This design comes from an exercise in tuning for small area on the open sky130 flow, not from production work. RTL that was checked went through simulation tests only; none was proved equivalent to the original. For runs 4 and 8, only the layout was checked, not whether the RTL still works. No activity file was given, so power comes from the tool's default toggle rates.

--- flow/standard.sh ---
#!/bin/bash
# synth_recipe.tcl (not shown) runs the flow's synth.tcl, then flattens the netlist and writes it again
# the make line also repeats each setting of config.mk as NAME=value (left out here)
make -C /OpenROAD-flow-scripts/flow DESIGN_CONFIG=/design/flow/config.mk WORK_HOME=/design/flow/orfs CLKGATE_MAP_FILE= SYNTH_SCRIPT=/design/flow/synth_recipe.tcl "${@:-finish}"
--- flow/constraint.sdc ---
create_clock -name core_clock -period 10.0 [get_ports {clk}]
set_input_delay 2.0000 -clock core_clock [delete_from_list [all_inputs] [get_ports {clk}]]
set_output_delay 2.0000 -clock core_clock [all_outputs]
set_load 0.01 [all_outputs]
--- flow/config.mk ---
export PLATFORM = sky130hd
export DESIGN_NAME = gray_window_3x3
export DESIGN_NICKNAME = gray_window_3x3
export VERILOG_FILES = /design/flow/design.v
export SDC_FILE = /design/flow/constraint.sdc
export NUM_CORES = 4
export LEC_CHECK = 0
export CAP_MARGIN = 20
export CORE_MARGIN = 2
export CORE_UTILIZATION = 50
export PLACE_DENSITY = 0.6
export SLEW_MARGIN = 20
--- flow/flow/run.sh ---
#!/bin/bash
# The standard layout (standard.sh), with two changes passed through the
# environment: clock tree synthesis without dummy loads and with clustering
# of our own choice, and the smallest buffer for the port buffers.
export CTS_ARGS="-sink_clustering_enable -repair_clock_nets -dont_use_dummy_load -buf_list sky130_fd_sc_hd__clkbuf_8 -sink_clustering_size 20 -sink_clustering_max_diameter 60"
export BUFFER_PORTS_ARGS="-buffer_cell sky130_fd_sc_hd__buf_1"
bash standard.sh > standard_sh.log 2>&1
--- flow/design.v ---
package img_params_pkg;
  localparam int IMG_WIDTH_DEF  = 220;
  localparam int IMG_HEIGHT_DEF = 220;
  localparam int DATA_WIDTH_DEF = 8;
  localparam int WIN_ELEMS  = 9;
  localparam int WIN_CENTRE = 4;
  typedef enum logic [2:0] {
    ST_IDLE   = 3'd0,
    ST_ACTIVE = 3'd1,
    ST_EOL    = 3'd2,
    ST_FLUSH  = 3'd3,
    ST_DONE   = 3'd4
  } gw_state_e;
endpackage
module gray_line_ram #(
  parameter int DEPTH = 443,
  parameter int DW    = 8
) (
  input  logic                clk,
  input  logic                en,
  input  logic [DW-1:0]       din,
  output logic [DEPTH*DW-1:0] q
);
  logic [DEPTH*DW-1:0] sr_q;
  always_ff @(posedge clk) begin
    if (en) sr_q <= {sr_q[(DEPTH-1)*DW-1:0], din};
  end
  assign q = sr_q;
endmodule
import img_params_pkg::*;
module gray_window_3x3 #(
  parameter int IMG_WIDTH  = img_params_pkg::IMG_WIDTH_DEF,
  parameter int IMG_HEIGHT = img_params_pkg::IMG_HEIGHT_DEF,
  parameter int DATA_WIDTH = img_params_pkg::DATA_WIDTH_DEF
) (
  input  logic                              clk,
  input  logic                              rstn,
  input  logic                              start,
  input  logic                              in_valid,
  input  logic [DATA_WIDTH-1:0]             in_data,
  output logic                              in_ready,
  output logic                              win_valid,
  output logic [9*DATA_WIDTH-1:0]           win_data,
  output logic [$clog2(IMG_HEIGHT)-1:0]     out_row,
  output logic [$clog2(IMG_WIDTH)-1:0]      out_col,
  output logic                              busy,
  output logic                              done
);
  localparam int DW    = DATA_WIDTH;
  localparam int W     = IMG_WIDTH;
  localparam int AW    = $clog2(IMG_WIDTH);
  localparam int RW    = $clog2(IMG_HEIGHT);
  localparam int DEPTH = 2 * W + 3;
  img_params_pkg::gw_state_e    state_q, state_d;
  logic [AW-1:0]                ccol_q, ccol_d;
  logic [RW-1:0]                crow_q, crow_d;
  logic                         win_valid_q, win_valid_d;
  logic                         vshift_q, vshift_d;
  logic                         done_q, done_d;
  logic                         in_ready_q, in_ready_d;
  logic                         accept;
  logic                         shift_en;
  logic [DEPTH*DW-1:0]          line_q;
  logic                         pt, pb, pl, pr;
  assign accept   = in_valid && in_ready_q;
  assign shift_en = accept || (state_q == ST_FLUSH);
  gray_line_ram #(.DEPTH(DEPTH), .DW(DW)) u_line (
    .clk  (clk),
    .en   (shift_en),
    .din  (in_data),
    .q    (line_q)
  );
  always_comb begin
    state_d     = state_q;
    ccol_d      = ccol_q;
    crow_d      = crow_q;
    win_valid_d = 1'b0;
    vshift_d    = 1'b0;
    done_d      = 1'b0;
    case (state_q)
      ST_IDLE: begin
        if (start) begin
          state_d = ST_ACTIVE;
          ccol_d  = AW'(W - 1);
          crow_d  = RW'(-2);
        end
      end
      ST_ACTIVE: begin
        if (accept) begin
          ccol_d = (ccol_q == AW'(W)) ? '0 : ccol_q + AW'(1);
          if (ccol_q == AW'(W - 1)) begin
            crow_d = crow_q + RW'(1);
          end else begin
            win_valid_d = (crow_q != '1);
          end
          if (ccol_q == AW'(W - 3)) state_d = ST_EOL;
        end
      end
      ST_EOL: begin
        ccol_d      = AW'(W - 1);
        win_valid_d = (crow_q != '1);
        vshift_d    = 1'b1;
        state_d     = (crow_q == RW'(IMG_HEIGHT - 2)) ? ST_FLUSH : ST_ACTIVE;
      end
      ST_FLUSH: begin
        win_valid_d = 1'b1;
        vshift_d    = 1'b1;
        crow_d      = RW'(IMG_HEIGHT - 1);
        if (crow_q != RW'(IMG_HEIGHT - 1)) ccol_d = '0;
        else                               ccol_d = ccol_q + AW'(1);
        if (crow_q == RW'(IMG_HEIGHT - 1) && ccol_q == AW'(W - 2))
          state_d = ST_DONE;
      end
      ST_DONE: begin
        state_d = ST_IDLE;
        done_d  = 1'b1;
      end
      default: state_d = ST_IDLE;
    endcase
    in_ready_d = (state_d == ST_ACTIVE);
  end
  always_ff @(posedge clk or negedge rstn) begin
    if (!rstn) begin
      state_q     <= ST_IDLE;
      win_valid_q <= 1'b0;
      done_q      <= 1'b0;
      in_ready_q  <= 1'b0;
    end else begin
      state_q     <= state_d;
      win_valid_q <= win_valid_d;
      done_q      <= done_d;
      in_ready_q  <= in_ready_d;
    end
  end
  always_ff @(posedge clk) begin
    ccol_q   <= ccol_d;
    crow_q   <= crow_d;
    vshift_q <= vshift_d;
  end
  assign pt = (crow_q == '0);
  assign pb = (crow_q == RW'(IMG_HEIGHT - 1));
  assign pl = (ccol_q == '0);
  assign pr = (ccol_q == AW'(W - 1));
  for (genvar gi = 0; gi < 3; gi++) begin : g_r
    for (genvar gj = 0; gj < 3; gj++) begin : g_c
      localparam int K  = 3*gi + gj;
      localparam int PN = (2 - gi) * W + (2 - gj);
      localparam int PS = (PN > 0) ? PN - 1 : 0;
      logic kill, sel_n, sel_s;
      assign kill  = (gi == 0 && pt) || (gi == 2 && pb) ||
                     (gj == 0 && pl) || (gj == 2 && pr);
      assign sel_n = !kill && !vshift_q;
      assign sel_s = !kill && vshift_q && (PN > 0);
      assign win_data[DW*K +: DW] = (line_q[DW*PN +: DW] & {DW{sel_n}}) |
                                    (line_q[DW*PS +: DW] & {DW{sel_s}});
    end
  end
  assign in_ready  = in_ready_q;
  assign win_valid = win_valid_q;
  assign out_row   = crow_q;
  assign out_col   = ccol_q;
  assign busy      = (state_q != ST_IDLE);
  assign done      = done_q;
endmodule
==> results.yml, run 1 <==
critical_path:
  cpMaxStageDelayCell: "nor4b_1"
  critical_path.top_delay_family: "simple AND/OR/NAND/NOR gates"
  slowest_delay_ns: 0.76
  cp_num_buf_inv: 3
  arrival_ns: 3.69
  endpoint_kind: "primary output"
  startpoint_type: "flop"
  worstPathRequired_ns: 8.00
  worstPathMaxFanout: 16
  worst-setup-path-type: "flop to primary output"
  crit_chain: "inv_1, ha_1, nor4b_1, a21boi_4, buf_4, a22oi_1, nor2_1, buf_1"
logic_synthesis:
  synth-seq-cells: 3567
  async_flop_share_pct: 0.168
  syn_nets: 3835
  synthSimpleGateAreaFrac_pct: 0.529
  synth.distinct_cells: 46
  synthFlopType: "edfxtp_1"
  yosysWarnings: 2
  syn_area_per_cell_um2: 28.5
  synthesis.area_mm2: 0.109
  synth_edf_count: 3560
  synth_compound_area_share_pct: 0.313
  synth_cells: 3816
  synthXorXnorAreaFrac_pct: 0.0886
  ys_seq_area_share_pct: 98.5
  synth_mux_area_share_pct: 0.378
  synth_top_family_by_area: "simple AND/OR/NAND/NOR gates"
  synthAdderAreaFrac_pct: 0.0806
sta:
  fin_crit_ns: 5.69
  fin_crit_sh_pct: 56.9
  rsz0062_at_grt: "false"
  max_slew_margin_pct: 28.5
  skew_ns: 0.0885
  slew_violations: 0
  final.setup.tns_ns: 0
  setup_violations: 0
  fmax_mhz: 176
  hold_viol: 0
  worst_pin_slew_ns: 1.07
clocking:
  htreeDepth: 4
  cts_resized: 0
  clock_latency_ns: 0.96
  cts_buffers: 209
  postCtsHoldBufs: 0
  postCtsSetupBuffers: 0
  cts_tree: "built"
  cts_sinks: 3567
  clockBufferDepth: 3
  clkTransAtPathRegs_ns: 0.11
  root_buffer: "clkbuf_8"
place:
  placed_cells: 6794
  port_buffers: 103
  place_congestion: 0.716
  hpwl_mm: 61.9
detailed_routing:
  ant_nets: 0
  vias_per_cell: 4.97
  drtIter0Drc: 4075
  drc: 0
  avgRoutedWirePerCell_um: 18.6
  drt_wl_total_mm: 131
  vias: 34850
  drtPass1Iterations: 5
power_and_ir_drop:
  totalPowerFinal_mw: 36.1
  pwr-share-seq_pct: 74.3
  leakage_nw: 37.3
  p_per_area_mw_per_mm2: 311
  vdd_ir_drop_max_uv: 252
  intPower_mw: 27.5
  pwr-share-clk_pct: 16.0
  swShare_pct: 24.0
  switching_power_mw: 8.68
  combPwrFrac_pct: 9.6
global_routing:
  grt_first_pass_wirelength_mm: 199
  antenna_found_initial: 12
  grt_max_degree: 223
  grt_pass1_vias: 33127
  track_usage_pct: 11.5
  overflow: 0
die:
  pin_count: 104
  die_w_um: 470
  initial_utilization_pct: 50.2
  rows: 171
  core_area_mm2: 0.217
  floorplan.die_area_mm2: 0.221
  die_h_um: 470
cells_and_area:
  final_cells: 7013
  fillers: 15919
  ff_latch_area_mm2: 0.107
  nNetsFinal: 4172
  multi_input_area_mm2: 0.00157
  layout-drive-gt1-share_pct: 6.58
  synthToLayoutAreaGrowth_pct: 6.79
status:
  outcome: "no timing/DRC/antenna violations"
worst_hold_path:
  min_path_type: "flop to flop"
run:
  maxCapViolations: 0
-- cell families (layout without fill, tap and decap cells) --
logic type               count (synthesis)  count (layout)
flip-flops                            3567            3567
AND/OR/NAND/NOR                        117             117
AO/OA/AOI/OAI                           47              47
multiplexers                            40              40
buffers and inverters                   27             362
XOR/XNOR                                11              11
adder cells (fa/ha/maj)                  7               7
other                                    0               8
-- cells in the final DEF, fill, tap and decap left out, types with 3 or more instances in the layout --
| cell | n |
|---|---|
| edfxtp_1 | 3560 |
| clkbuf_8 | 209 |
| buf_1 | 103 |
| nor2_1 | 60 |
| mux2i_1 | 32 |
| buf_4 | 25 |
| a22oi_1 | 16 |
| buf_12 | 15 |
| nand2_1 | 9 |
| diode_2 | 8 |
| nand3_1 | 8 |
| and2_1 | 8 |
| mux2_2 | 8 |
| a22o_1 | 8 |
| xor2_1 | 7 |
| ha_1 | 7 |
| inv_1 | 6 |
| o21ai_0 | 6 |
| nor3_1 | 6 |
| dfrtp_1 | 6 |
| and3_1 | 4 |
| xnor2_1 | 4 |
| a31oi_1 | 3 |
| or3_1 | 3 |
-- worst reg2reg max path: cells and delay by family (launching register included) --
kind | cells | cell delay [ns]
buf+inv | 3 | 1.80
simple gates | 3 | 1.63
flops | 1 | 0.53
-- cell usage after synthesis (all sizes together), types with 3 or more instances --
library cell,number,area [um^2]
edfxtp,3560,107000
nor2,61,229
mux2i,32,320
a22oi,16,120
buf,11,61.3
nand2,11,41.3
clkbuf,9,35.0
nand3,9,50.1
a22o,8,70.1
and2,8,50.1
mux2,8,90.1
o21ai,8,40.0
ha,7,87.6
nor3,7,35.0
xor2,7,61.3
dfrtp,6,150
inv,6,22.5
a21oi,4,23.8
and3,4,25.0
xnor2,4,35.0
a31oi,3,18.8
nand4,3,25.0
or3,3,18.8
-- power by group through the flow --
stage | clock network [mW] | registers (mW) | logic [mW]
2_1_floorplan | 0 | 27.2 | 1.64
3_3_place_gp | 0 | 27.1 | 3.48
3_5_place_dp | 0 | 27.2 | 3.60
4_1_cts | 6.18 | 27.0 | 3.56
5_1_grt | 6.64 | 27.5 | 3.89
6_report | 5.79 | 26.9 | 3.49
-- path summary, 6_finish.rpt --
kind / from / endpoint / slack (ns) / depth (start not counted)
setup / recovery: ccol_q[0]$_DFFE_PP_ / win_data[55] / 4.31 / 8
hold / removal: u_line.sr_q[788]$_DFFE_PP_ / u_line.sr_q[796]$_DFFE_PP_ / 0.33 / 0
setup reg to reg: state_q[0]$_DFF_PN0_ / u_line.sr_q[3127]$_DFFE_PP_ / 5.64 / 6
hold reg to reg: u_line.sr_q[788]$_DFFE_PP_ / u_line.sr_q[796]$_DFFE_PP_ / 0.33 / 0
max in group asynchronous: rstn / done_q$_DFF_PN0_ / 8.52 / 1
min in group asynchronous: rstn / win_valid_q$_DFF_PN0_ / 1.07 / 1
-- state kept, by name (all words and copies together) (netlist names) --
signal and cells:
crow_q 8, vshift_q 1, win_valid_q 1, ccol_q 8
u_line.sr_q 3544, in_ready_q 1, state_q 3, done_q 1
-- per-layer routing --
layer  vias to the layer above  global-route usage [%]  share of wire, %
li1                      15883                       -                 -
met1                     18182                    19.1                51
met2                       519                    15.2                42
met3                       264                    2.57               4.5
met4                         2                    3.81               2.7
met5                         -                       0             0.010
-- metrics by stage --
step / instance area [um^2] / util [%] / setup WS (ns) / hold WS (ns)
detailed placement: 113000 / 52.2 / 4.77 / 0.405
CTS: 116000 / 53.6 / 4.09 / 0.319
global placement: 113000 / 52.2 / 4.90 / 0.400
finish: 116000 / 53.6 / 4.31 / 0.332
floorplan: 109000 / - / -6.47 / 0.400
global route: 116000 / 53.6 / 3.96 / 0.326
-- cell type report --
type / instances / share of cell area, %
sequential: 3567 / 92.2
tap: 2854 / 3.08
clock buffer: 209 / 2.48
multi-input combinational: 222 / 1.35
timing repair buffer: 146 / 0.811
inverter: 7 / 0.0226
antenna: 8 / 0.0172
==> inputs of run 2 (changes only) <==
==> flow/flow/run.sh (replaced) <==
#!/bin/bash
# The standard layout (standard.sh), with two changes passed through the
# environment: clock tree synthesis without dummy loads and with clustering
# of our own choice, and the smallest buffer for the port buffers.
export CTS_ARGS="-sink_clustering_enable -repair_clock_nets -dont_use_dummy_load -buf_list sky130_fd_sc_hd__clkbuf_4 -sink_clustering_size 11 -sink_clustering_max_diameter 45"
export BUFFER_PORTS_ARGS="-buffer_cell sky130_fd_sc_hd__buf_1"
bash standard.sh > standard_sh.log 2>&1
--- a/flow/config.mk
+++ b/flow/config.mk
@@ -7,6 +7,6 @@
 export LEC_CHECK = 0
 export CAP_MARGIN = 20
 export CORE_MARGIN = 2
-export CORE_UTILIZATION = 50
-export PLACE_DENSITY = 0.6
+export CORE_UTILIZATION = 60
+export PLACE_DENSITY = 0.7
 export SLEW_MARGIN = 20
==> results.yml, run 2 <==
sta:
  setup_ws_ns: 3.88
  skew_ns: 0.117
  slew_violations: 0
  hold_viol: 0
  fmax_mhz: 164
  final.setup.tns_ns: 0
  setup_violations: 0
  max_slew_margin_pct: 22.5
  fin_crit_ns: 6.12
  fin_crit_sh_pct: 61.2
  worst_pin_slew_ns: 1.16
  rsz0062_at_grt: "false"
worst_hold_path:
  hp-start: "u_line.sr_q[2487]$_DFFE_PP_"
  hold_depth: 0
  min_to: "u_line.sr_q[2495]$_DFFE_PP_"
  min_path_type: "flop to flop"
power_and_ir_drop:
  p_per_area_mw_per_mm2: 312
  leakage_nw: 37.6
  vdd_ir_drop_max_uv: 244
clocking:
  clkTransAtPathRegs_ns: 0.11
  cts_tree: "built"
  postCtsSetupBuffers: 0
  htreeDepth: 5
  clockBufferDepth: 4
  postCtsHoldBufs: 0
  cts_resized: 0
  root_buffer: "clkbuf_4"
  clock_latency_ns: 1.32
  cts_buffers: 390
  cts_sinks: 3567
critical_path:
  ff2ff_setup_slack_ns: 5.75
  r2r_start: "state_q[0]$_DFF_PN0_"
  worst-setup-path-type: "flop to primary output"
  arrival_ns: 4.12
  worstPathRequired_ns: 8.00
  startpoint_type: "flop"
  timing.rr.end: "u_line.sr_q[1929]$_DFFE_PP_"
  worstPathMaxFanout: 16
  reg2reg_depth: 6
  endpoint_kind: "primary output"
logic_synthesis:
  synthesis.area_mm2: 0.109
  synth_area_leader_cell: "edfxtp_1"
  yosysWarnings: 2
  syn_nets: 3835
  async_flop_share_pct: 0.168
  synth_cells: 3816
  synthFlopType: "edfxtp_1"
  synth.top_cell.area_share_pct: 98.3
  synth_area_leaders: "edfxtp_1 (98%), mux2i_1 (0.29%), nor2_1 (0.21%)"
  synth_most_common_cell: "edfxtp_1"
  synth_edf_count: 3560
  synth_common_cells: "edfxtp_1 (3560), nor2_1 (61), mux2i_1 (32)"
  syn_area_per_cell_um2: 28.5
  synth.distinct_cells: 46
  synth-seq-cells: 3567
  ys_seq_area_share_pct: 98.5
detailed_routing:
  vias: 35845
  drtPass1Iterations: 6
  ant_nets: 0
  drc: 0
  drt_wl_total_mm: 127
  vias_per_cell: 5.33
  avgRoutedWirePerCell_um: 18.9
  drtIter0Drc: 3426
global_routing:
  grt_first_pass_wirelength_mm: 195
  antenna_found_initial: 6
  track_usage_pct: 13.7
  grt_pass1_vias: 34237
  overflow: 0
  grt_max_degree: 228
die:
  floorplan.die_area_mm2: 0.185
  rows: 156
  die_h_um: 430
  core_area_mm2: 0.180
  die_w_um: 430
  initial_utilization_pct: 60.3
  pin_count: 104
cells_and_area:
  final_cell_mix: "edfxtp_1 (3560), clkbuf_4 (390), buf_1 (103), nor2_1 (59), mux2i_1 (32)"
  synthToLayoutAreaGrowth_pct: 6.32
  layout-drive-gt1-share_pct: 10.7
  largest_reg_flops: 3544
  max_flop_register: "u_line.sr_q"
  layout_commonest_cell: "edfxtp_1"
  nNetsFinal: 4358
  top_regs: "u_line.sr_q (3544), ccol_q (8), crow_q (8)"
place:
  post-place-ws_ns: 4.99
  place_congestion: 0.720
  port_buffers: 103
  hpwl_mm: 57.7
status:
  outcome: "no timing/DRC/antenna violations"
run:
  maxCapViolations: 0
## run 2: changes by cell type in the layout (fill, tap and decap cells not counted), sizes merged
cell | previous run | this run
buf | 146 | 151
diode | 8 | 12
clkbuf | 209 | 390
## run 2: layout make-up
class / instances / area, um^2
sequential: 3567 / 107000
fill: 11462 / 64800
tap: 2370 / 2970
clock buffer: 390 / 2930
multi-input combinational: 222 / 1590
timing repair buffer: 151 / 962
antenna: 12 / 30.0
inverter: 7 / 26.3
## run 2: logic make-up (layout without fill, tap and decap cells)
group           after synthesis  after routing  synth area share, %
compound gates               47             47                0.313
xor+xnor                     11             11               0.0886
fa+ha+maj                     7              7               0.0806
buf+inv                      27            548                0.113
flops                      3567           3567                 98.5
mux                          40             40                0.378
other cells                   0             12                    0
simple gates                117            117                0.529
## run 2: through the flow
step           total power, mW  hold WS [ns]  instances  util [%]  area, um^2
3_5_place_dp              30.7         0.405       6316      62.4      113000
4_1_cts                   36.7         0.289       6706      64.1      116000
6_report                  36.1         0.310       6719      64.1      116000
2_1_floorplan             28.8         0.400       3816         -      109000
5_1_grt                   38.0         0.318       6716      64.1      116000
3_3_place_gp              30.5         0.400       6315      62.4      113000
## run 2: worst max path at each step
stage                             start                           to  slack, ns
finish              ccol_q[0]$_DFFE_PP_                 win_data[49]       3.88
global route        ccol_q[0]$_DFFE_PP_                 win_data[50]       3.55
CTS                 ccol_q[0]$_DFFE_PP_                 win_data[49]       3.57
detailed placement             in_valid  u_line.sr_q[2241]$_DFFE_PP_       4.99
global placement               in_valid  u_line.sr_q[2257]$_DFFE_PP_       5.07
floorplan                      in_valid     u_line.sr_q[0]$_DFFE_PP_      -6.47
## run 2: critical path, stage by stage (launching register included)
cell and delay [ns]:
edfxtp_1 0.52, inv_1 0.13, ha_1 0.19, nor4b_2 0.85, a21boi_4 0.29, buf_4 0.36
a22oi_1 0.27, nor2_1 0.06, buf_1 0.15
## run 2: metal layers
metal  up-vias  global-route usage [%]  routed length, um
met1     18373                    23.4              64600
met3       313                    3.05               6330
met5         -                       0                  0
met2       740                    16.9              52000
li1      16419                       -                  -
met4         0                    5.88               3770
## run 2: where the power goes
group / total [mW] / switching, mW / internal [mW]
clock: 5.81 / 4.01 / 1.80
sequential: 26.9 / 1.75 / 25.1
combinational: 3.42 / 2.96 / 0.460
total: 36.1 / 8.73 / 27.4
==> inputs of run 3 (changes only) <==
==> flow/flow/run.sh (replaced) <==
#!/bin/bash
# The standard layout (standard.sh), with two changes passed through the
# environment: clock tree synthesis without dummy loads and with clustering
# of our own choice, and the smallest buffer for the port buffers.
export CTS_ARGS="-sink_clustering_enable -repair_clock_nets -dont_use_dummy_load -buf_list sky130_fd_sc_hd__clkbuf_8 -sink_clustering_size 18 -sink_clustering_max_diameter 50"
export BUFFER_PORTS_ARGS="-buffer_cell sky130_fd_sc_hd__buf_1"
bash standard.sh > standard_sh.log 2>&1
==> results.yml, run 3 <==
detailed_routing:
  vias: 34681
  vias_per_cell: 5.29
  drtPass1Iterations: 5
  drc: 0
  drtIter0Drc: 3609
  drt_wl_total_mm: 123
  ant_nets: 0
  avgRoutedWirePerCell_um: 18.8
place:
  hpwl_mm: 57.7
  place_area_mm2: 0.113
  place_congestion: 0.720
  post-place-ws_ns: 4.99
  port_buffers: 103
die:
  pin_count: 104
  initial_utilization_pct: 60.3
  floorplan.die_area_mm2: 0.185
  rows: 156
  die_w_um: 430
  core_area_mm2: 0.180
  die_h_um: 430
power_and_ir_drop:
  switching_power_mw: 8.58
  leakage_nw: 37.5
  combPwrFrac_pct: 9.4
  pwr-share-seq_pct: 74.1
  totalPowerFinal_mw: 36.3
  pwr-share-clk_pct: 16.5
  p_per_area_mw_per_mm2: 313
  intPower_mw: 27.7
  vdd_ir_drop_max_uv: 231
  swShare_pct: 23.7
global_routing:
  grt_pass1_vias: 32679
  overflow: 0
  track_usage_pct: 13.2
  grt_first_pass_wirelength_mm: 189
  grt_max_degree: 228
  antenna_found_initial: 4
logic_synthesis:
  synth.distinct_cells: 46
  synth_area_leader_cell: "edfxtp_1"
  synthesis.area_mm2: 0.109
  yosysWarnings: 2
  synth-seq-cells: 3567
  synthFlopType: "edfxtp_1"
  syn_nets: 3835
  async_flop_share_pct: 0.168
  synth_most_common_cell: "edfxtp_1"
  synth.top_cell.area_share_pct: 98.3
  syn_area_per_cell_um2: 28.5
  synth_cells: 3816
  synth_common_cells: "edfxtp_1 (3560), nor2_1 (61), mux2i_1 (32)"
  ys_seq_area_share_pct: 98.5
  synth_edf_count: 3560
  synth_area_leaders: "edfxtp_1 (98%), mux2i_1 (0.29%), nor2_1 (0.21%)"
run:
  maxCapViolations: 0
clocking:
  cts_sinks: 3567
  cts_tree: "built"
  cts_buffers: 234
  clockBufferDepth: 3
  postCtsSetupBuffers: 0
  clock_latency_ns: 1.00
  postCtsHoldBufs: 0
  cts_resized: 0
  root_buffer: "clkbuf_8"
  clkTransAtPathRegs_ns: 0.10
  htreeDepth: 4
sta:
  hold_viol: 0
  slew_violations: 0
  fmax_mhz: 173
  skew_ns: 0.144
  setup_ws_ns: 4.22
  fin_crit_sh_pct: 57.8
  final.setup.tns_ns: 0
  setup_violations: 0
  worst_pin_slew_ns: 1.11
  fin_crit_ns: 5.78
  rsz0062_at_grt: "false"
  max_slew_margin_pct: 26.0
cells_and_area:
  max_flop_register: "u_line.sr_q"
  nNetsFinal: 4202
  final_area_mm2: 0.116
  final_cell_mix: "edfxtp_1 (3560), clkbuf_8 (234), buf_1 (103), nor2_1 (59), mux2i_1 (32)"
  layout_commonest_cell: "edfxtp_1"
  largest_reg_flops: 3544
  top_regs: "u_line.sr_q (3544), ccol_q (8), crow_q (8)"
  layout-drive-gt1-share_pct: 7.32
  synthToLayoutAreaGrowth_pct: 6.57
critical_path:
  worst-setup-path-type: "flop to primary output"
  worstPathRequired_ns: 8.00
  timing.rr.end: "u_line.sr_q[2105]$_DFFE_PP_"
  r2r_start: "state_q[0]$_DFF_PN0_"
  ff2ff_setup_slack_ns: 5.89
  reg2reg_depth: 6
  endpoint_kind: "primary output"
  worstPathMaxFanout: 16
  startpoint_type: "flop"
  arrival_ns: 3.78
worst_hold_path:
  hold_depth: 0
  min_path_type: "flop to flop"
  hp-start: "u_line.sr_q[2225]$_DFFE_PP_"
  min_to: "u_line.sr_q[2233]$_DFFE_PP_"
status:
  outcome: "no timing/DRC/antenna violations"
-- run 3: cell count changes in the layout (fill, tap and decap cells not counted), sizes merged --
| cell | previous run | this run |
|---|---|---|
| clkbuf | 390 | 234 |
| diode | 12 | 4 |
-- run 3: kinds of logic after synthesis --
| family | after synthesis | synth area share [%] |
|---|---|---|
| and+or+nand+nor | 117 | 0.529 |
| adders and majority gates | 7 | 0.0806 |
| buffers and inverters | 27 | 0.113 |
| muxes | 40 | 0.378 |
| AOI/OAI and AO/OA | 47 | 0.313 |
| DFF | 3567 | 98.5 |
| xor gates and xnor gates | 11 | 0.0886 |
-- run 3: how the worst max path moves through the flow --
stage	startpoint	to	slack, ns	cells after the start
after floorplan	in_valid	u_line.sr_q[0]$_DFFE_PP_	-6.47	2
after global placement	in_valid	u_line.sr_q[2257]$_DFFE_PP_	5.07	5
after detailed placement	in_valid	u_line.sr_q[2241]$_DFFE_PP_	4.99	5
after CTS	ccol_q[0]$_DFFE_PP_	win_data[49]	3.95	8
after global routing	ccol_q[0]$_DFFE_PP_	win_data[50]	3.97	8
final	ccol_q[0]$_DFFE_PP_	win_data[49]	4.22	8
-- run 3: metrics by stage --
| step | cells | utilization, % | hold slack, ns |
|---|---|---|---|
| finish | 6555 | 64.2 | 0.281 |
| global route | 6554 | 64.2 | 0.293 |
| CTS | 6550 | 64.2 | 0.269 |
| detailed placement | 6316 | 62.4 | 0.405 |
| global placement | 6315 | 62.4 | 0.400 |
| floorplan | 3816 | - | 0.400 |
-- run 3: worst max-delay path, cell delays in order (launching register included) --
cell and delay [ns]:
edfxtp_1 0.51, inv_1 0.13, ha_1 0.19, nor4b_2 0.84, a21boi_4 0.29, buf_4 0.36, a22oi_1 0.26, nor2_1 0.06
buf_1 0.15
-- run 3: power groups by stage --
stage | logic, mW | registers [mW] | clock network, mW
2_1_floorplan | 1.64 | 27.2 | 0
3_3_place_gp | 3.41 | 27.1 | 0
3_5_place_dp | 3.54 | 27.1 | 0
4_1_cts | 3.49 | 27.0 | 6.32
5_1_grt | 3.83 | 27.5 | 6.78
6_report | 3.41 | 26.9 | 5.97
-- run 3: area by class of cell --
class / instances / area (um^2)
sequential: 3567 / 107000
fill: 11233 / 64500
clock buffer: 234 / 3220
tap: 2370 / 2970
multi-input combinational: 222 / 1590
timing repair buffer: 151 / 962
inverter: 7 / 26.3
antenna: 4 / 10.0
-- run 3: routing by layer --
layer | track usage [%] | up-vias | wire (um)
li1 | - | 15932 | -
met1 | 22.9 | 17955 | 64100
met2 | 16.9 | 573 | 51000
met3 | 2.62 | 221 | 5190
met4 | 4.43 | 0 | 3120
met5 | 0 | - | 0
==> inputs of run 4 (changes only) <==
--- a/flow/design.v
+++ b/flow/design.v
@@ -18,14 +18,17 @@
 ) (
   input  logic                clk,
   input  logic                en,
+  input  logic                en0,
   input  logic [DW-1:0]       din,
   output logic [DEPTH*DW-1:0] q
 );
-  logic [DEPTH*DW-1:0] sr_q;
+  logic [DW-1:0]           head_q;
+  logic [(DEPTH-1)*DW-1:0] tail_q;
   always_ff @(posedge clk) begin
-    if (en) sr_q <= {sr_q[(DEPTH-1)*DW-1:0], din};
+    if (en || en0) head_q <= din;
+    if (en)        tail_q <= {tail_q[(DEPTH-2)*DW-1:0], head_q};
   end
-  assign q = sr_q;
+  assign q = {tail_q, head_q};
 endmodule
 import img_params_pkg::*;
 module gray_window_3x3 #(
@@ -55,19 +58,22 @@
   logic [AW-1:0]                ccol_q, ccol_d;
   logic [RW-1:0]                crow_q, crow_d;
   logic                         win_valid_q, win_valid_d;
-  logic                         vshift_q, vshift_d;
   logic                         done_q, done_d;
   logic                         in_ready_q, in_ready_d;
   logic                         accept;
+  logic                         first;
   logic                         shift_en;
   logic [DEPTH*DW-1:0]          line_q;
   logic                         pt, pb, pl, pr;
   assign accept   = in_valid && in_ready_q;
-  assign shift_en = accept || (state_q == ST_FLUSH);
+  assign first    = (ccol_q == AW'(W - 1));
+  assign shift_en = (accept && !first) || (state_q == ST_EOL) ||
+                    (state_q == ST_FLUSH);
   gray_line_ram #(.DEPTH(DEPTH), .DW(DW)) u_line (
     .clk  (clk),
     .en   (shift_en),
-    .din  (in_data),
+    .en0  (accept),
+    .din  (~in_data),
     .q    (line_q)
   );
   always_comb begin
@@ -75,7 +81,6 @@
     ccol_d      = ccol_q;
     crow_d      = crow_q;
     win_valid_d = 1'b0;
-    vshift_d    = 1'b0;
     done_d      = 1'b0;
     case (state_q)
       ST_IDLE: begin
@@ -88,23 +93,18 @@
       ST_ACTIVE: begin
         if (accept) begin
           ccol_d = (ccol_q == AW'(W)) ? '0 : ccol_q + AW'(1);
-          if (ccol_q == AW'(W - 1)) begin
-            crow_d = crow_q + RW'(1);
-          end else begin
-            win_valid_d = (crow_q != '1);
-          end
+          if (first) crow_d = crow_q + RW'(1);
+          else       win_valid_d = (crow_q != '1);
           if (ccol_q == AW'(W - 3)) state_d = ST_EOL;
         end
       end
       ST_EOL: begin
         ccol_d      = AW'(W - 1);
         win_valid_d = (crow_q != '1);
-        vshift_d    = 1'b1;
         state_d     = (crow_q == RW'(IMG_HEIGHT - 2)) ? ST_FLUSH : ST_ACTIVE;
       end
       ST_FLUSH: begin
         win_valid_d = 1'b1;
-        vshift_d    = 1'b1;
         crow_d      = RW'(IMG_HEIGHT - 1);
         if (crow_q != RW'(IMG_HEIGHT - 1)) ccol_d = '0;
         else                               ccol_d = ccol_q + AW'(1);
@@ -133,9 +133,8 @@
     end
   end
   always_ff @(posedge clk) begin
-    ccol_q   <= ccol_d;
-    crow_q   <= crow_d;
-    vshift_q <= vshift_d;
+    ccol_q <= ccol_d;
+    crow_q <= crow_d;
   end
   assign pt = (crow_q == '0);
   assign pb = (crow_q == RW'(IMG_HEIGHT - 1));
@@ -143,16 +142,12 @@
   assign pr = (ccol_q == AW'(W - 1));
   for (genvar gi = 0; gi < 3; gi++) begin : g_r
     for (genvar gj = 0; gj < 3; gj++) begin : g_c
-      localparam int K  = 3*gi + gj;
-      localparam int PN = (2 - gi) * W + (2 - gj);
-      localparam int PS = (PN > 0) ? PN - 1 : 0;
-      logic kill, sel_n, sel_s;
-      assign kill  = (gi == 0 && pt) || (gi == 2 && pb) ||
-                     (gj == 0 && pl) || (gj == 2 && pr);
-      assign sel_n = !kill && !vshift_q;
-      assign sel_s = !kill && vshift_q && (PN > 0);
-      assign win_data[DW*K +: DW] = (line_q[DW*PN +: DW] & {DW{sel_n}}) |
-                                    (line_q[DW*PS +: DW] & {DW{sel_s}});
+      localparam int K = 3*gi + gj;
+      localparam int P = (2 - gi) * W + (2 - gj);
+      logic kill;
+      assign kill = (gi == 0 && pt) || (gi == 2 && pb) ||
+                    (gj == 0 && pl) || (gj == 2 && pr);
+      assign win_data[DW*K +: DW] = ~(line_q[DW*P +: DW] | {DW{kill}});
     end
   end
   assign in_ready  = in_ready_q;
==> results.yml, run 4 <==
status:
  outcome: "no timing/DRC/antenna violations"
worst_hold_path:
  min_path_type: "flop to flop"
clocking:
  cts_resized: 0
  clock_latency_ns: 0.95
  cts_buffers: 236
  postCtsHoldBufs: 0
  postCtsSetupBuffers: 0
  clkTransAtPathRegs_ns: 0.10
  cts_tree: "built"
  cts_sinks: 3566
  root_buffer: "clkbuf_8"
  clockBufferDepth: 3
  htreeDepth: 4
die:
  floorplan.die_area_mm2: 0.184
  die_h_um: 429
  pin_count: 104
  die_w_um: 429
  core_area_mm2: 0.179
  initial_utilization_pct: 60.5
  rows: 155
global_routing:
  overflow: 0
  busiest_layer: "met1"
  grt_first_pass_wirelength_mm: 184
  grtUsageMet2_pct: 15.7
  grt_pass1_vias: 32257
  track_usage_pct: 12.7
  gr-usage-met1_pct: 22.5
  grt_max_degree: 216
  gr-usage-met3_pct: 2.82
  antenna_found_initial: 7
sta:
  setup_violations: 0
  worst_pin_slew_ns: 1.28
  fin_crit_sh_pct: 59.7
  fmax_mhz: 168
  fin_crit_ns: 5.97
  max_slew_margin_pct: 14.4
  skew_ns: 0.113
  slew_violations: 0
  hold_viol: 0
  final.setup.tns_ns: 0
  rsz0062_at_grt: "false"
logic_synthesis:
  synthesis.area_mm2: 0.108
  async_flop_share_pct: 0.168
  ys_seq_area_share_pct: 99.0
  synth.distinct_cells: 39
  synth_area_leader_cell: "edfxtp_1"
  syn_area_per_cell_um2: 28.7
  synthFlopType: "edfxtp_1"
  synth_area_leaders: "edfxtp_1 (99%), nor2_1 (0.24%), dfrtp_1 (0.14%)"
  synth_common_cells: "edfxtp_1 (3560), nor2_1 (68), inv_1 (23)"
  syn_nets: 3782
  synth-seq-cells: 3566
  synth_edf_count: 3560
  synth_most_common_cell: "edfxtp_1"
  synth.top_cell.area_share_pct: 98.9
  synth_cells: 3763
  yosysWarnings: 2
cells_and_area:
  largest_reg_flops: 3536
  fin_util_pct: 64.4
  max_flop_register: "u_line.tail_q"
  layout_commonest_cell: "edfxtp_1"
  nNetsFinal: 4148
  final_cell_mix: "edfxtp_1 (3560), clkbuf_8 (236), buf_1 (103), nor2_1 (68), inv_1 (23)"
  layout-drive-gt1-share_pct: 6.81
  final_area_mm2: 0.115
  synthToLayoutAreaGrowth_pct: 6.52
  final_cells: 6484
  fillers: 11095
detailed_routing:
  drc: 0
  vias: 34177
  ant_nets: 0
  drt_wl_total_mm: 118
  vias_per_cell: 5.27
  drtIter0Drc: 3614
  avgRoutedWirePerCell_um: 18.2
  drtPass1Iterations: 5
place:
  port_buffers: 103
  hpwl_mm: 53.6
  place_area_mm2: 0.112
  placed_cells: 6246
  place_congestion: 0.734
critical_path:
  worstPathRequired_ns: 8.00
  endpoint_kind: "primary output"
  startpoint_type: "flop"
  arrival_ns: 3.97
  worst-setup-path-type: "flop to primary output"
  worstPathMaxFanout: 8
power_and_ir_drop:
  switching_power_mw: 3.89
  p_per_area_mw_per_mm2: 193
  combPwrFrac_pct: 0
  pwr-share-clk_pct: 26.8
  leakage_nw: 45.8
  intPower_mw: 18.4
  vdd_ir_drop_max_uv: 122
  pwr-share-seq_pct: 73.2
  swShare_pct: 17.5
run:
  maxCapViolations: 0
==> run 4: cell count changes in the layout (fill, tap and decap cells not counted), moves of 3 or more <==
cell	change
o21ai_0	+3
and2_1	-5
nor2_1	+9
and3_1	+6
mux2i_1	-31
inv_1	+17
a22oi_1	-16
buf_12	+4
buf_4	-15
mux2_2	-8
a22o_1	-8
nor3_1	-3
==> run 4: cells by family after synthesis <==
family | count (synthesis) | share of synthesized area (%)
buffers and inverters | 33 | 0.131
AOI/OAI and AO/OA | 21 | 0.119
DFF | 3566 | 99.0
xor gates and xnor gates | 12 | 0.0972
adders and majority gates | 7 | 0.0810
muxes | 1 | 0.00926
and+or+nand+nor | 123 | 0.555
==> run 4: final cells by class <==
type,count,area [um^2],area share (%)
timing repair buffer,138,887,0.770
sequential,3566,107000,92.9
antenna,2,5.00,0.00435
inverter,23,86.3,0.0750
tap,2355,2950,2.56
clock buffer,236,3250,2.82
multi-input combinational,164,952,0.827
==> run 4: worst paths after layout <==
path,slack (ns),cells after the start,from,end
setup reg to reg,5.56,5,ccol_q[3]$_DFFE_PP_,u_line.tail_q[1498]$_DFFE_PP_
max in group asynchronous,8.55,1,rstn,done_q$_DFF_PN0_
hold reg to reg,0.32,0,u_line.tail_q[1449]$_DFFE_PP_,u_line.tail_q[1457]$_DFFE_PP_
min in group asynchronous,1.03,1,rstn,win_valid_q$_DFF_PN0_
setup / recovery,4.03,8,ccol_q[1]$_DFFE_PP_,win_data[7]
hold / removal,0.32,0,u_line.tail_q[1449]$_DFFE_PP_,u_line.tail_q[1457]$_DFFE_PP_
==> run 4: metal layers <==
metal  vias to the layer above  wire length (um)
met1                     17662             62900
li1                      15664                 -
met3                       244              5400
met2                       607             47000
met4                         0              2670
met5                         -                 0
==> run 4: critical path, cell delays in order (launching register included) <==
cell and delay (ns):
edfxtp_1 0.47, inv_1 0.13, ha_1 0.17, or4b_4 0.49, nor4_4 0.73, buf_4 0.44
or2_1 0.33, nor2_1 0.09, buf_1 0.14
==> run 4: metrics by stage <==
step	hold WS, ns	power [mW]	setup WS, ns
floorplan	0.400	16.6	-49.59
global placement	0.400	16.6	4.93
detailed placement	0.405	16.6	4.84
CTS	0.309	22.6	3.76
global route	0.314	23.1	3.73
finish	0.318	22.3	4.03
==> run 4: power groups by stage <==
stage	logic [mW]	registers, mW	clock network, mW
detailed placement	0.00364	16.6	0
global route	0.00382	16.3	6.83
floorplan	0.000535	16.6	0
global placement	0.00342	16.6	0
finish	0.00345	16.3	5.96
CTS	0.00364	16.3	6.34
==> inputs of run 5 (changes only) <==
--- a/flow/design.v
+++ b/flow/design.v
@@ -23,12 +23,14 @@
   output logic [DEPTH*DW-1:0] q
 );
   logic [DW-1:0]           head_q;
-  logic [(DEPTH-1)*DW-1:0] tail_q;
+  logic [(DEPTH-2)*DW-1:0] mid_q;
+  logic [DW-1:0]           last_q;
   always_ff @(posedge clk) begin
     if (en || en0) head_q <= din;
-    if (en)        tail_q <= {tail_q[(DEPTH-2)*DW-1:0], head_q};
+    if (en)        mid_q  <= {mid_q[(DEPTH-3)*DW-1:0], head_q};
+    last_q <= mid_q[(DEPTH-2)*DW-1 -: DW];
   end
-  assign q = {tail_q, head_q};
+  assign q = {last_q, mid_q, head_q};
 endmodule
 import img_params_pkg::*;
 module gray_window_3x3 #(
==> results.yml, run 5 <==
logic_synthesis:
  synthesis.area_mm2: 0.108
  ys_seq_area_share_pct: 99.0
  synth_most_common_cell: "edfxtp_1"
  synthFlopType: "edfxtp_1"
  synth_common_cells: "edfxtp_1 (3552), nor2_1 (74), inv_1 (24)"
  yosysWarnings: 2
  synth.distinct_cells: 35
  synth_cells: 3767
  async_flop_share_pct: 0.168
  syn_area_per_cell_um2: 28.7
  synth_area_leader_cell: "edfxtp_1"
  synth_edf_count: 3552
  synth-seq-cells: 3566
  syn_nets: 3786
  synth_area_leaders: "edfxtp_1 (99%), nor2_1 (0.26%), dfxtp_1 (0.15%)"
  synth.top_cell.area_share_pct: 98.7
power_and_ir_drop:
  p_per_area_mw_per_mm2: 312
  leakage_nw: 37.3
  totalPowerFinal_mw: 35.8
  vdd_ir_drop_max_uv: 228
die:
  core_area_mm2: 0.179
  die_h_um: 428
  initial_utilization_pct: 60.5
  floorplan.die_area_mm2: 0.183
  rows: 155
  pin_count: 104
  die_w_um: 428
cells_and_area:
  layout_commonest_cell: "edfxtp_1"
  layout-drive-gt1-share_pct: 6.62
  final_cells: 6484
  fin_util_pct: 64.4
  max_flop_register: "u_line.mid_q"
  final_cell_mix: "edfxtp_1 (3552), clkbuf_8 (232), buf_1 (103), nor2_1 (74), inv_1 (24)"
  nNetsFinal: 4145
  fillers: 10935
  synthToLayoutAreaGrowth_pct: 6.47
  largest_reg_flops: 3528
critical_path:
  crit_start: "ccol_q[6]$_DFFE_PP_"
  timing.rr.end: "u_line.mid_q[376]$_DFFE_PP_"
  worst-setup-path-type: "flop to primary output"
  r2r_start: "ccol_q[0]$_DFFE_PP_"
  ff2ff_setup_slack_ns: 5.78
  reg2reg_depth: 7
  startpoint_type: "flop"
  worstPathRequired_ns: 8.00
  worstPathMaxFanout: 10
  arrival_ns: 3.62
  endpoint_kind: "primary output"
clocking:
  clkTransAtPathRegs_ns: 0.10
  cts_resized: 0
  clock_latency_ns: 0.95
  cts_buffers: 232
  htreeDepth: 4
  clockBufferDepth: 3
  cts_tree: "built"
  cts_sinks: 3566
  root_buffer: "clkbuf_8"
  postCtsHoldBufs: 0
  postCtsSetupBuffers: 0
detailed_routing:
  vias_per_cell: 5.23
  drt_wl_total_mm: 119
  vias: 33937
  drtPass1Iterations: 5
  drc: 0
  ant_nets: 0
  drtIter0Drc: 3546
  avgRoutedWirePerCell_um: 18.4
sta:
  fmax_mhz: 178
  final.setup.tns_ns: 0
  skew_ns: 0.0949
  rsz0062_at_grt: "false"
  hold_viol: 0
  setup_violations: 0
  slew_violations: 0
  max_slew_margin_pct: 28.0
  worst_pin_slew_ns: 1.07
  fin_crit_sh_pct: 56.2
  fin_crit_ns: 5.62
status:
  outcome: "no timing/DRC/antenna violations"
worst_hold_path:
  hold_depth: 0
  min_path_type: "flop to flop"
  hp-start: "u_line.mid_q[2548]$_DFFE_PP_"
  min_to: "u_line.mid_q[2556]$_DFFE_PP_"
place:
  port_buffers: 103
  hpwl_mm: 54.1
  place_congestion: 0.756
  placed_cells: 6246
global_routing:
  grt_max_degree: 211
  overflow: 0
  antenna_found_initial: 3
  track_usage_pct: 12.7
  grt_first_pass_wirelength_mm: 183
  grt_pass1_vias: 32312
run:
  maxCapViolations: 0
## run 5: cell types whose count changed in the layout (fill, tap and decap cells not counted), moves of 3 or more
| cell | before | now |
|---|---|---|
| and3_1 | 10 | 6 |
| nor3_1 | 2 | 6 |
| clkbuf_8 | 236 | 232 |
| buf_12 | 19 | 16 |
| and2_1 | 3 | 0 |
| edfxtp_1 | 3560 | 3552 |
| diode_2 | 2 | 5 |
| nor2_1 | 68 | 74 |
| dfxtp_1 | 0 | 8 |
## run 5: final cells by class
type | instances | area (um^2) | share of cell area (%)
inverters | 24 | 90.1 | 0.0783
multi-input cells | 168 | 953 | 0.829
well taps | 2355 | 2950 | 2.56
clock buffers | 232 | 3190 | 2.78
repair buffers | 134 | 840 | 0.730
flip-flops and latches | 3566 | 107000 | 93.0
diodes | 5 | 12.5 | 0.0109
## run 5: worst max-delay path, stage by stage, from the launching register on
cell	delay, ns
edfxtp_1	0.49
or4_4	0.58
nor3b_4	0.70
or2_1	0.62
nor2_1	0.10
buf_1	0.16
## run 5: power by group
| part | total [mW] | internal (mW) | leakage (nW) | switching [mW] |
|---|---|---|---|---|
| registers | 27.5 | 25.6 | 34.8 | 1.90 |
| logic | 2.40 | 0.262 | 0.873 | 2.14 |
| clock network | 5.93 | 2.07 | 1.67 | 3.86 |
## run 5: cells by family after synthesis
group,synth area share (%)
flops,99.0
simple gates,0.547
buf+inv,0.127
compound gates,0.116
xor+xnor,0.0973
fa+ha+maj,0.0811
## run 5: worst max-delay path by stage
stage / to / cells after the start
2_1_floorplan: u_line.mid_q[0]$_DFFE_PP_ / 2
3_3_place_gp: u_line.mid_q[352]$_DFFE_PP_ / 5
3_5_place_dp: u_line.mid_q[376]$_DFFE_PP_ / 5
4_1_cts: win_data[1] / 5
5_1_grt: win_data[1] / 5
6_report: win_data[1] / 5
## run 5: per-layer routing
layer / vias to the layer above / part of all wire, % / GRT usage, %
met2: 544 / 41 / 16.4
met4: 0 / 2.6 / 4.38
li1: 15659 / - / -
met3: 225 / 4.3 / 2.71
met5: - / 0 / 0
met1: 17509 / 52 / 21.7
## run 5: stage by stage
stage               hold WS, ns  area, um^2  setup slack, ns
floorplan                 0.349      108000           -49.47
global placement          0.354      112000             4.79
detailed placement        0.356      112000             4.74
CTS                       0.352      115000             4.26
global route              0.347      115000             4.21
finish                    0.350      115000             4.38
==> inputs of run 6 (changes only) <==
==> flow/flow/run.sh (replaced) <==
#!/bin/bash
# The standard layout (standard.sh), with two changes passed through the
# environment: clock tree synthesis without dummy loads and with clustering
# of our own choice, and the smallest buffer for the port buffers.
export CTS_ARGS="-sink_clustering_enable -repair_clock_nets -dont_use_dummy_load -buf_list sky130_fd_sc_hd__clkbuf_8 -sink_clustering_size 18 -sink_clustering_max_diameter 70"
export BUFFER_PORTS_ARGS="-buffer_cell sky130_fd_sc_hd__buf_1"
bash standard.sh > standard_sh.log 2>&1
--- a/flow/config.mk
+++ b/flow/config.mk
@@ -7,6 +7,6 @@
 export LEC_CHECK = 0
 export CAP_MARGIN = 20
 export CORE_MARGIN = 2
-export CORE_UTILIZATION = 60
-export PLACE_DENSITY = 0.7
+export CORE_UTILIZATION = 40
+export PLACE_DENSITY = 0.5
 export SLEW_MARGIN = 20
==> results.yml, run 6 <==
logic_synthesis:
  synth_top_family_by_area: "simple AND/OR/NAND/NOR gates"
  synth_cells: 3767
  yosysWarnings: 2
  synthAdderAreaFrac_pct: 0.0811
  synth_area_leaders: "edfxtp_1 (99%), nor2_1 (0.26%), dfxtp_1 (0.15%)"
  synthFlopType: "edfxtp_1"
  synth.top_cell.area_share_pct: 98.7
  syn_nets: 3786
  synth_common_cells: "edfxtp_1 (3552), nor2_1 (74), inv_1 (24)"
  synth_most_common_cell: "edfxtp_1"
  synthSimpleGateAreaFrac_pct: 0.547
  synthesis.area_mm2: 0.108
  synthXorXnorAreaFrac_pct: 0.0973
  synth_compound_area_share_pct: 0.116
  synth_edf_count: 3552
  synth.distinct_cells: 35
  synth-seq-cells: 3566
  async_flop_share_pct: 0.168
  synth_mux_area_share_pct: 0
  ys_seq_area_share_pct: 99.0
  synth_area_leader_cell: "edfxtp_1"
  syn_area_per_cell_um2: 28.7
sta:
  max_slew_margin_pct: 27.4
  final.setup.tns_ns: 0
  hold_viol: 0
  setup_violations: 0
  worst_pin_slew_ns: 1.09
  fmax_mhz: 174
  skew_ns: 0.157
  slew_violations: 0
  worst_hold_slack_ns: 0.312
  rsz0062_at_grt: "false"
  fin_crit_ns: 5.76
  fin_crit_sh_pct: 57.6
cells_and_area:
  nNetsFinal: 4147
  largest_reg_flops: 3528
  final_area_mm2: 0.116
  fillers: 22276
  multi_input_area_um2: 947
  synthToLayoutAreaGrowth_pct: 7.84
  max_flop_register: "u_line.mid_q"
  ff_latch_area_mm2: 0.107
  final_cell_mix: "edfxtp_1 (3552), clkbuf_8 (228), buf_1 (103), nor2_1 (74), inv_1 (24)"
  layout_commonest_cell: "edfxtp_1"
  layout-drive-gt1-share_pct: 6.64
critical_path:
  startpoint_type: "flop"
  endpoint_kind: "primary output"
  worstPathRequired_ns: 8.00
  worst-setup-path-type: "flop to primary output"
  worstPathMaxFanout: 10
  arrival_ns: 3.76
die:
  die_h_um: 524
  floorplan.die_area_mm2: 0.274
  rows: 190
  die_w_um: 524
  pin_count: 104
  core_area_mm2: 0.268
  initial_utilization_pct: 40.2
power_and_ir_drop:
  intPower_mw: 27.9
  pwr-share-clk_pct: 17.0
  vdd_ir_drop_max_uv: 198
  pwr-share-seq_pct: 76.2
  p_per_area_mw_per_mm2: 309
  leakage_nw: 37.3
  switching_power_mw: 8.12
  combPwrFrac_pct: 6.8
  swShare_pct: 22.5
global_routing:
  track_usage_pct: 8.93
  grt_max_degree: 202
  overflow: 0
  grt_pass1_vias: 33612
  antenna_found_initial: 5
  grt_first_pass_wirelength_mm: 197
place:
  place_area_mm2: 0.113
  port_buffers: 103
  place_congestion: 0.724
  hpwl_mm: 52.8
clocking:
  postCtsHoldBufs: 0
  clockBufferDepth: 4
  cts_tree: "built"
  root_buffer: "clkbuf_8"
  cts_sinks: 3566
  clock_latency_ns: 0.99
  clkTransAtPathRegs_ns: 0.11
  htreeDepth: 4
  postCtsSetupBuffers: 0
  cts_resized: 0
  cts_buffers: 228
detailed_routing:
  drtPass1Iterations: 5
  drt_wl_total_mm: 126
  drtIter0Drc: 3978
  avgRoutedWirePerCell_um: 16.4
  drc: 0
  vias_per_cell: 4.51
  vias: 34613
  ant_nets: 0
run:
  maxCapViolations: 0
status:
  outcome: "no timing/DRC/antenna violations"
worst_hold_path:
  min_path_type: "flop to flop"
## run 6: cell counts after synthesis
No cell type changed its count.
## run 6: power by group through the flow
| stage | clock network, mW | logic (mW) | registers, mW |
|---|---|---|---|
| after detailed placement | 0 | 2.55 | 27.7 |
| final | 6.12 | 2.45 | 27.5 |
| after global placement | 0 | 2.47 | 27.8 |
| after global routing | 7.07 | 2.77 | 28.2 |
| after floorplan | 0 | 0.840 | 25.7 |
| after CTS | 6.60 | 2.54 | 27.6 |
## run 6: worst max-delay path, stage by stage (launching register included)
cell      delay, ns
edfxtp_1       0.50
nor4_1         0.38
and3_1         0.90
or2_1          0.70
nor2_1         0.09
buf_1          0.16
## run 6: stage by stage
| stage | setup slack, ns | power (mW) | util [%] | instances |
|---|---|---|---|---|
| floorplan | -49.47 | 26.5 | - | 3767 |
| global placement | 4.71 | 30.3 | 42.2 | 7450 |
| detailed placement | 4.63 | 30.3 | 42.2 | 7450 |
| CTS | 4.06 | 36.8 | 43.4 | 7678 |
| global route | 3.94 | 38.0 | 43.4 | 7682 |
| finish | 4.24 | 36.0 | 43.4 | 7683 |
## run 6: logic make-up after synthesis
group,count (synthesis)
AO/OA/AOI/OAI,21
buffers and inverters,33
flip-flops,3566
XOR/XNOR,12
AND/OR/NAND/NOR,128
adder cells (fa/ha/maj),7
## run 6: routing by layer
| layer | track usage [%] | share of wire (%) | up-vias |
|---|---|---|---|
| li1 | - | - | 15653 |
| met1 | 15.4 | 54 | 18157 |
| met2 | 10.6 | 38 | 535 |
| met3 | 2.20 | 4.8 | 268 |
| met4 | 3.06 | 3.0 | 0 |
| met5 | 0 | 0 | - |
## run 6: area by class of cell
type                            instances  area share [%]
Clock buffer                          228            2.69
Tap cell                             3552            3.82
Sequential cell                      3566            91.8
Inverter                               24          0.0773
Multi-Input combinational cell        168           0.813
Timing Repair Buffer                  140           0.753
Antenna cell                            5          0.0107
## run 6: worst paths after layout
path,startpoint,endpoint,slack [ns],depth (start not counted)
max reg2reg,ccol_q[0]$_DFFE_PP_,u_line.mid_q[3219]$_DFFE_PP_,5.56,7
max,crow_q[3]$_DFFE_PP_,win_data[6],4.24,5
min reg2reg,u_line.mid_q[3024]$_DFFE_PP_,u_line.mid_q[3032]$_DFFE_PP_,0.31,0
max in group asynchronous,rstn,state_q[2]$_DFF_PN0_,8.75,1
min in group asynchronous,rstn,done_q$_DFF_PN0_,0.92,1
min,u_line.mid_q[3024]$_DFFE_PP_,u_line.mid_q[3032]$_DFFE_PP_,0.31,0
==> inputs of run 7 (changes only) <==
==> flow/flow/run.sh (replaced) <==
#!/bin/bash
# The standard layout (standard.sh), with two changes passed through the
# environment: clock tree synthesis without dummy loads and with clustering
# of our own choice, and the smallest buffer for the port buffers.
export CTS_ARGS="-sink_clustering_enable -repair_clock_nets -dont_use_dummy_load -buf_list sky130_fd_sc_hd__clkbuf_8 -sink_clustering_size 18 -sink_clustering_max_diameter 60"
export BUFFER_PORTS_ARGS="-buffer_cell sky130_fd_sc_hd__buf_1"
bash standard.sh > standard_sh.log 2>&1
--- a/flow/config.mk
+++ b/flow/config.mk
@@ -7,6 +7,6 @@
 export LEC_CHECK = 0
 export CAP_MARGIN = 20
 export CORE_MARGIN = 2
-export CORE_UTILIZATION = 40
-export PLACE_DENSITY = 0.5
+export CORE_UTILIZATION = 50
+export PLACE_DENSITY = 0.6
 export SLEW_MARGIN = 20
==> results.yml, run 7 <==
run:
  maxCapViolations: 0
clocking:
  cts_resized: 0
  postCtsSetupBuffers: 0
  htreeDepth: 4
  clkTransAtPathRegs_ns: 0.10
  cts_buffers: 225
  root_buffer: "clkbuf_8"
  cts_tree: "built"
  postCtsHoldBufs: 0
  cts_sinks: 3566
  clockBufferDepth: 3
  clock_latency_ns: 0.97
global_routing:
  grt_first_pass_wirelength_mm: 188
  overflow: 0
  antenna_found_initial: 5
  grt_max_degree: 206
  grt_pass1_vias: 32605
  track_usage_pct: 10.8
detailed_routing:
  drtIter0Drc: 4171
  drc: 0
  vias_per_cell: 4.90
  drt_wl_total_mm: 120
  ant_nets: 0
  vias: 34098
  drtPass1Iterations: 5
  avgRoutedWirePerCell_um: 17.3
sta:
  fin_crit_ns: 5.66
  final.setup.tns_ns: 0
  fin_crit_sh_pct: 56.6
  fmax_mhz: 177
  setup_violations: 0
  worst_pin_slew_ns: 1.15
  skew_ns: 0.143
  hold_viol: 0
  slew_violations: 0
  rsz0062_at_grt: "false"
  max_slew_margin_pct: 23.4
logic_synthesis:
  synth_cells: 3767
  synthFlopType: "edfxtp_1"
  async_flop_share_pct: 0.168
  synth_most_common_cell: "edfxtp_1"
  synth-seq-cells: 3566
  syn_nets: 3786
  synth_area_leader_cell: "edfxtp_1"
  ys_seq_area_share_pct: 99.0
  synth_common_cells: "edfxtp_1 (3552), nor2_1 (74), inv_1 (24)"
  synth_edf_count: 3552
  synth.distinct_cells: 35
  synth_area_leaders: "edfxtp_1 (99%), nor2_1 (0.26%), dfxtp_1 (0.15%)"
  syn_area_per_cell_um2: 28.7
  synthesis.area_mm2: 0.108
  synth.top_cell.area_share_pct: 98.7
  yosysWarnings: 2
place:
  hpwl_mm: 50.9
  port_buffers: 103
  placed_cells: 6730
  place_congestion: 0.752
  place_area_mm2: 0.112
power_and_ir_drop:
  p_per_area_mw_per_mm2: 310
  vdd_ir_drop_max_uv: 200
  leakage_nw: 37.3
cells_and_area:
  layout_commonest_cell: "edfxtp_1"
  nNetsFinal: 4138
  final_cells: 6961
  final_area_mm2: 0.115
  layout-drive-gt1-share_pct: 6.44
  final_cell_mix: "edfxtp_1 (3552), clkbuf_8 (225), buf_1 (103), nor2_1 (74), inv_1 (24)"
  fin_util_pct: 53.8
  synthToLayoutAreaGrowth_pct: 6.92
  max_flop_register: "u_line.mid_q"
  largest_reg_flops: 3528
critical_path:
  reg2reg_depth: 7
  timing.rr.end: "u_line.mid_q[3196]$_DFFE_PP_"
  cp.depth: 5
  worstPathRequired_ns: 8.00
  cpMaxStageDelayCell: "or2_1"
  ff2ff_setup_slack_ns: 5.78
  worst-setup-path-type: "flop to primary output"
  critical_path.top_delay_family: "simple AND/OR/NAND/NOR gates"
  crit_chain: "or4_4, nor3b_4, or2_1, nor2_1, buf_1"
  crit_end: "win_data[2]"
  slowest_delay_ns: 0.76
  r2r_start: "ccol_q[0]$_DFFE_PP_"
  worstPathMaxFanout: 10
  arrival_ns: 3.66
  crit_start: "ccol_q[6]$_DFFE_PP_"
  startpoint_type: "flop"
  endpoint_kind: "primary output"
  cp_num_buf_inv: 1
die:
  die_h_um: 469
  core_area_mm2: 0.215
  die_w_um: 469
  floorplan.die_area_mm2: 0.220
  initial_utilization_pct: 50.3
  pin_count: 104
  rows: 170
status:
  outcome: "no timing/DRC/antenna violations"
worst_hold_path:
  min_path_type: "flop to flop"
run 7: cell types whose count changed in the layout (fill, tap and decap cells not counted), sizes merged:
cell / before / now
buf: 140 / 134
clkbuf: 228 / 225
diode: 5 / 6
run 7: worst min-delay path by stage:
stage                                  from                           end  slack (ns)  cells past startpoint
2_1_floorplan  u_line.mid_q[3520]$_DFFE_PP_      u_line.last_q[0]$_DFF_P_        0.35                      0
3_3_place_gp   u_line.mid_q[3523]$_DFFE_PP_      u_line.last_q[3]$_DFF_P_        0.35                      0
3_5_place_dp   u_line.mid_q[3526]$_DFFE_PP_      u_line.last_q[6]$_DFF_P_        0.36                      0
4_1_cts        u_line.mid_q[2981]$_DFFE_PP_  u_line.mid_q[2989]$_DFFE_PP_        0.31                      0
5_1_grt        u_line.mid_q[2981]$_DFFE_PP_  u_line.mid_q[2989]$_DFFE_PP_        0.32                      0
6_report       u_line.mid_q[2981]$_DFFE_PP_  u_line.mid_q[2989]$_DFFE_PP_        0.33                      0
run 7: through the flow:
stage               hold WS (ns)  total power, mW  setup slack, ns
floorplan                  0.349             26.5           -49.47
global placement           0.354             30.2             4.81
detailed placement         0.356             30.2             4.68
CTS                        0.307             36.5             4.15
global route               0.317             37.8             3.99
finish                     0.327             35.8             4.34
run 7: logic make-up (layout without fill, tap and decap cells):
| logic type | Yosys count | after routing | share of synthesized area, % |
|---|---|---|---|
| compound gates | 21 | 21 | 0.116 |
| xor+xnor | 12 | 12 | 0.0973 |
| flops | 3566 | 3566 | 99.0 |
| fa+ha+maj | 7 | 7 | 0.0811 |
| simple gates | 128 | 128 | 0.547 |
| buf+inv | 33 | 383 | 0.127 |
| other cells | 0 | 6 | 0 |
run 7: layout make-up:
cell class | instances | area (um^2)
antenna | 6 | 15.0
clock buffer | 225 | 3100
fill | 15683 | 99100
inverter | 24 | 90.1
multi-input combinational | 168 | 953
sequential | 3566 | 107000
tap | 2838 | 3550
timing repair buffer | 134 | 820
run 7: metal layers:
| metal | GRT usage [%] | part of all wire, % |
|---|---|---|
| met1 | 18.9 | 55 |
| met2 | 12.9 | 38 |
| met3 | 2.56 | 4.6 |
| met4 | 3.62 | 2.6 |
| met5 | 0 | 0 |
run 7: worst reg2reg max path: cells and delay by family (launching register included):
kind	cells	cell delay (ns)
simple gates	1	0.04
compound gates	1	0.66
flops	1	0.52
buf+inv	4	1.93
fa+ha+maj	1	0.32
run 7: power breakdown:
| group | internal, mW | leakage (nW) | switching (mW) | total (mW) |
|---|---|---|---|---|
| logic | 0.255 | 0.872 | 2.15 | 2.40 |
| registers | 25.6 | 34.8 | 1.87 | 27.5 |
| clock network | 2.01 | 1.62 | 3.94 | 5.95 |
| total | 27.9 | 37.3 | 7.96 | 35.8 |
==> inputs of run 8 (changes only) <==
--- a/flow/design.v
+++ b/flow/design.v
@@ -23,14 +23,12 @@
   output logic [DEPTH*DW-1:0] q
 );
   logic [DW-1:0]           head_q;
-  logic [(DEPTH-2)*DW-1:0] mid_q;
-  logic [DW-1:0]           last_q;
+  logic [(DEPTH-1)*DW-1:0] tail_q;
   always_ff @(posedge clk) begin
     if (en || en0) head_q <= din;
-    if (en)        mid_q  <= {mid_q[(DEPTH-3)*DW-1:0], head_q};
-    last_q <= mid_q[(DEPTH-2)*DW-1 -: DW];
+    if (en)        tail_q <= {tail_q[(DEPTH-2)*DW-1:0], head_q};
   end
-  assign q = {last_q, mid_q, head_q};
+  assign q = {tail_q, head_q};
 endmodule
 import img_params_pkg::*;
 module gray_window_3x3 #(
==> results.yml, run 8 <==
status:
  outcome: "no timing/DRC/antenna violations"
global_routing:
  grt_max_degree: 207
  antenna_found_initial: 8
  overflow: 0
  track_usage_pct: 10.8
  grt_first_pass_wirelength_mm: 189
  grt_pass1_vias: 32905
logic_synthesis:
  synth_most_common_cell: "edfxtp_1"
  synthesis.area_mm2: 0.108
  synth.top_cell.area_share_pct: 98.9
  synth_compound_area_share_pct: 0.119
  synthFlopType: "edfxtp_1"
  synth.distinct_cells: 39
  synth-seq-cells: 3566
  synth_common_cells: "edfxtp_1 (3560), nor2_1 (68), inv_1 (23)"
  syn_nets: 3782
  synth_area_leader_cell: "edfxtp_1"
  synthAdderAreaFrac_pct: 0.0810
  synth_top_family_by_area: "simple AND/OR/NAND/NOR gates"
  synthSimpleGateAreaFrac_pct: 0.555
  yosysWarnings: 2
  synth_area_leaders: "edfxtp_1 (99%), nor2_1 (0.24%), dfrtp_1 (0.14%)"
  synth_edf_count: 3560
  synth_mux_area_share_pct: 0.00926
  synth_cells: 3763
  syn_area_per_cell_um2: 28.7
  synthXorXnorAreaFrac_pct: 0.0972
  ys_seq_area_share_pct: 99.0
  async_flop_share_pct: 0.168
cells_and_area:
  largest_reg_flops: 3536
  nNetsFinal: 4134
  layout_commonest_cell: "edfxtp_1"
  layout-drive-gt1-share_pct: 6.47
  final_cell_mix: "edfxtp_1 (3560), clkbuf_8 (226), buf_1 (103), nor2_1 (68), inv_1 (23)"
  max_flop_register: "u_line.tail_q"
  synthToLayoutAreaGrowth_pct: 6.91
die:
  core_area_mm2: 0.215
  rows: 170
  pin_count: 104
  die_w_um: 469
  floorplan.die_area_mm2: 0.220
  die_h_um: 469
  initial_utilization_pct: 50.3
power_and_ir_drop:
  p_per_area_mw_per_mm2: 193
  leakage_nw: 45.7
  vdd_ir_drop_max_uv: 147
critical_path:
  crit_chain: "inv_1, ha_1, or4b_4, nor4_4, buf_4, or2_1, nor2_1, buf_1"
  ff2ff_setup_slack_ns: 6.13
  endpoint_kind: "primary output"
  worst-setup-path-type: "flop to primary output"
  startpoint_type: "flop"
  worstPathMaxFanout: 8
  worstPathRequired_ns: 8.00
  slowest_delay_ns: 0.48
  arrival_ns: 3.47
  cpMaxStageDelayCell: "edfxtp_1"
clocking:
  cts_resized: 0
  clock_latency_ns: 0.96
  cts_buffers: 226
  cts_sinks: 3566
  clockBufferDepth: 3
  htreeDepth: 4
  root_buffer: "clkbuf_8"
  postCtsHoldBufs: 0
  clkTransAtPathRegs_ns: 0.10
  postCtsSetupBuffers: 0
  cts_tree: "built"
sta:
  worst_pin_slew_ns: 1.09
  fin_crit_sh_pct: 54.7
  max_slew_margin_pct: 27.2
  rsz0062_at_grt: "false"
  slew_violations: 0
  setup_violations: 0
  fin_crit_ns: 5.47
  worst_hold_slack_ns: 0.344
  hold_viol: 0
  skew_ns: 0.0741
  final.setup.tns_ns: 0
  fmax_mhz: 183
detailed_routing:
  ant_nets: 0
  vias_per_cell: 4.93
  drt_wl_total_mm: 120
  vias: 34293
  drc: 0
  drtPass1Iterations: 5
  avgRoutedWirePerCell_um: 17.3
  drtIter0Drc: 3836
run:
  maxCapViolations: 0
place:
  hpwl_mm: 51.4
  place_congestion: 0.724
  port_buffers: 103
worst_hold_path:
  min_path_type: "flop to flop"
run 8: cells by family after synthesis:
kind of cell	Yosys count
flops	3566
simple gates	123
compound gates	21
fa+ha+maj	7
xor+xnor	12
mux	1
buf+inv	33
run 8: worst paths after layout:
check,start,end,cells past startpoint
max in group asynchronous,rstn,state_q[1]$_DFF_PN0_,1
hold reg to reg,u_line.tail_q[1657]$_DFFE_PP_,u_line.tail_q[1665]$_DFFE_PP_,0
setup reg to reg,ccol_q[3]$_DFFE_PP_,u_line.tail_q[1783]$_DFFE_PP_,5
min in group asynchronous,rstn,in_ready_q$_DFF_PN0_,1
setup / recovery,ccol_q[0]$_DFFE_PP_,win_data[0],8
hold / removal,u_line.tail_q[1657]$_DFFE_PP_,u_line.tail_q[1665]$_DFFE_PP_,0
run 8: stage by stage:
| step | power, mW | cell area, um^2 | utilization, % | setup slack, ns | instances |
|---|---|---|---|---|---|
| after floorplan | 16.6 | 108000 | - | -49.59 | 3763 |
| after global placement | 16.6 | 112000 | 52.3 | 4.96 | 6725 |
| after detailed placement | 16.6 | 112000 | 52.3 | 4.92 | 6725 |
| after CTS | 22.7 | 116000 | 53.8 | 4.28 | 6951 |
| after global routing | 23.2 | 116000 | 53.8 | 4.16 | 6958 |
| final | 22.3 | 116000 | 53.8 | 4.53 | 6959 |
run 8: worst max-delay path: cells and delay by family, from the launching register on:
kind / cells / cell delay [ns]
buffers and inverters: 3 / 0.62
AND/OR/NAND/NOR: 4 / 1.20
adder cells (fa/ha/maj): 1 / 0.17
flip-flops: 1 / 0.48
run 8: final cells by class:
type                            count  area (um^2)
Sequential cell                  3566       107000
Fill cell                       15761        99200
Tap cell                         2838         3550
Clock buffer                      226         3110
Multi-Input combinational cell    164          951
Timing Repair Buffer              134          823
Inverter                           23         86.3
Antenna cell                        8         20.0
run 8: where the power goes:
part	switching, mW	leakage [nW]	internal, mW
Sequential	0.0258	43.3	16.3
Combinational	0.00172	0.809	0.00120
Clock	3.94	1.62	2.02
run 8: per-layer routing:
layer	wire, um	track usage [%]
met4	2990	3.51
met2	46800	13.1
met1	64400	18.9
met5	0	0
met3	6150	2.56

Re-timed with assumed drivers on the ports (clkbuf_16 on the clock, buf_2 on other inputs), run 8 has 4.457 ns of setup slack against 4.532 ns with ideal ports, and 4.936 ns once port delays also move by the mid clock arrival of 1.005 ns.
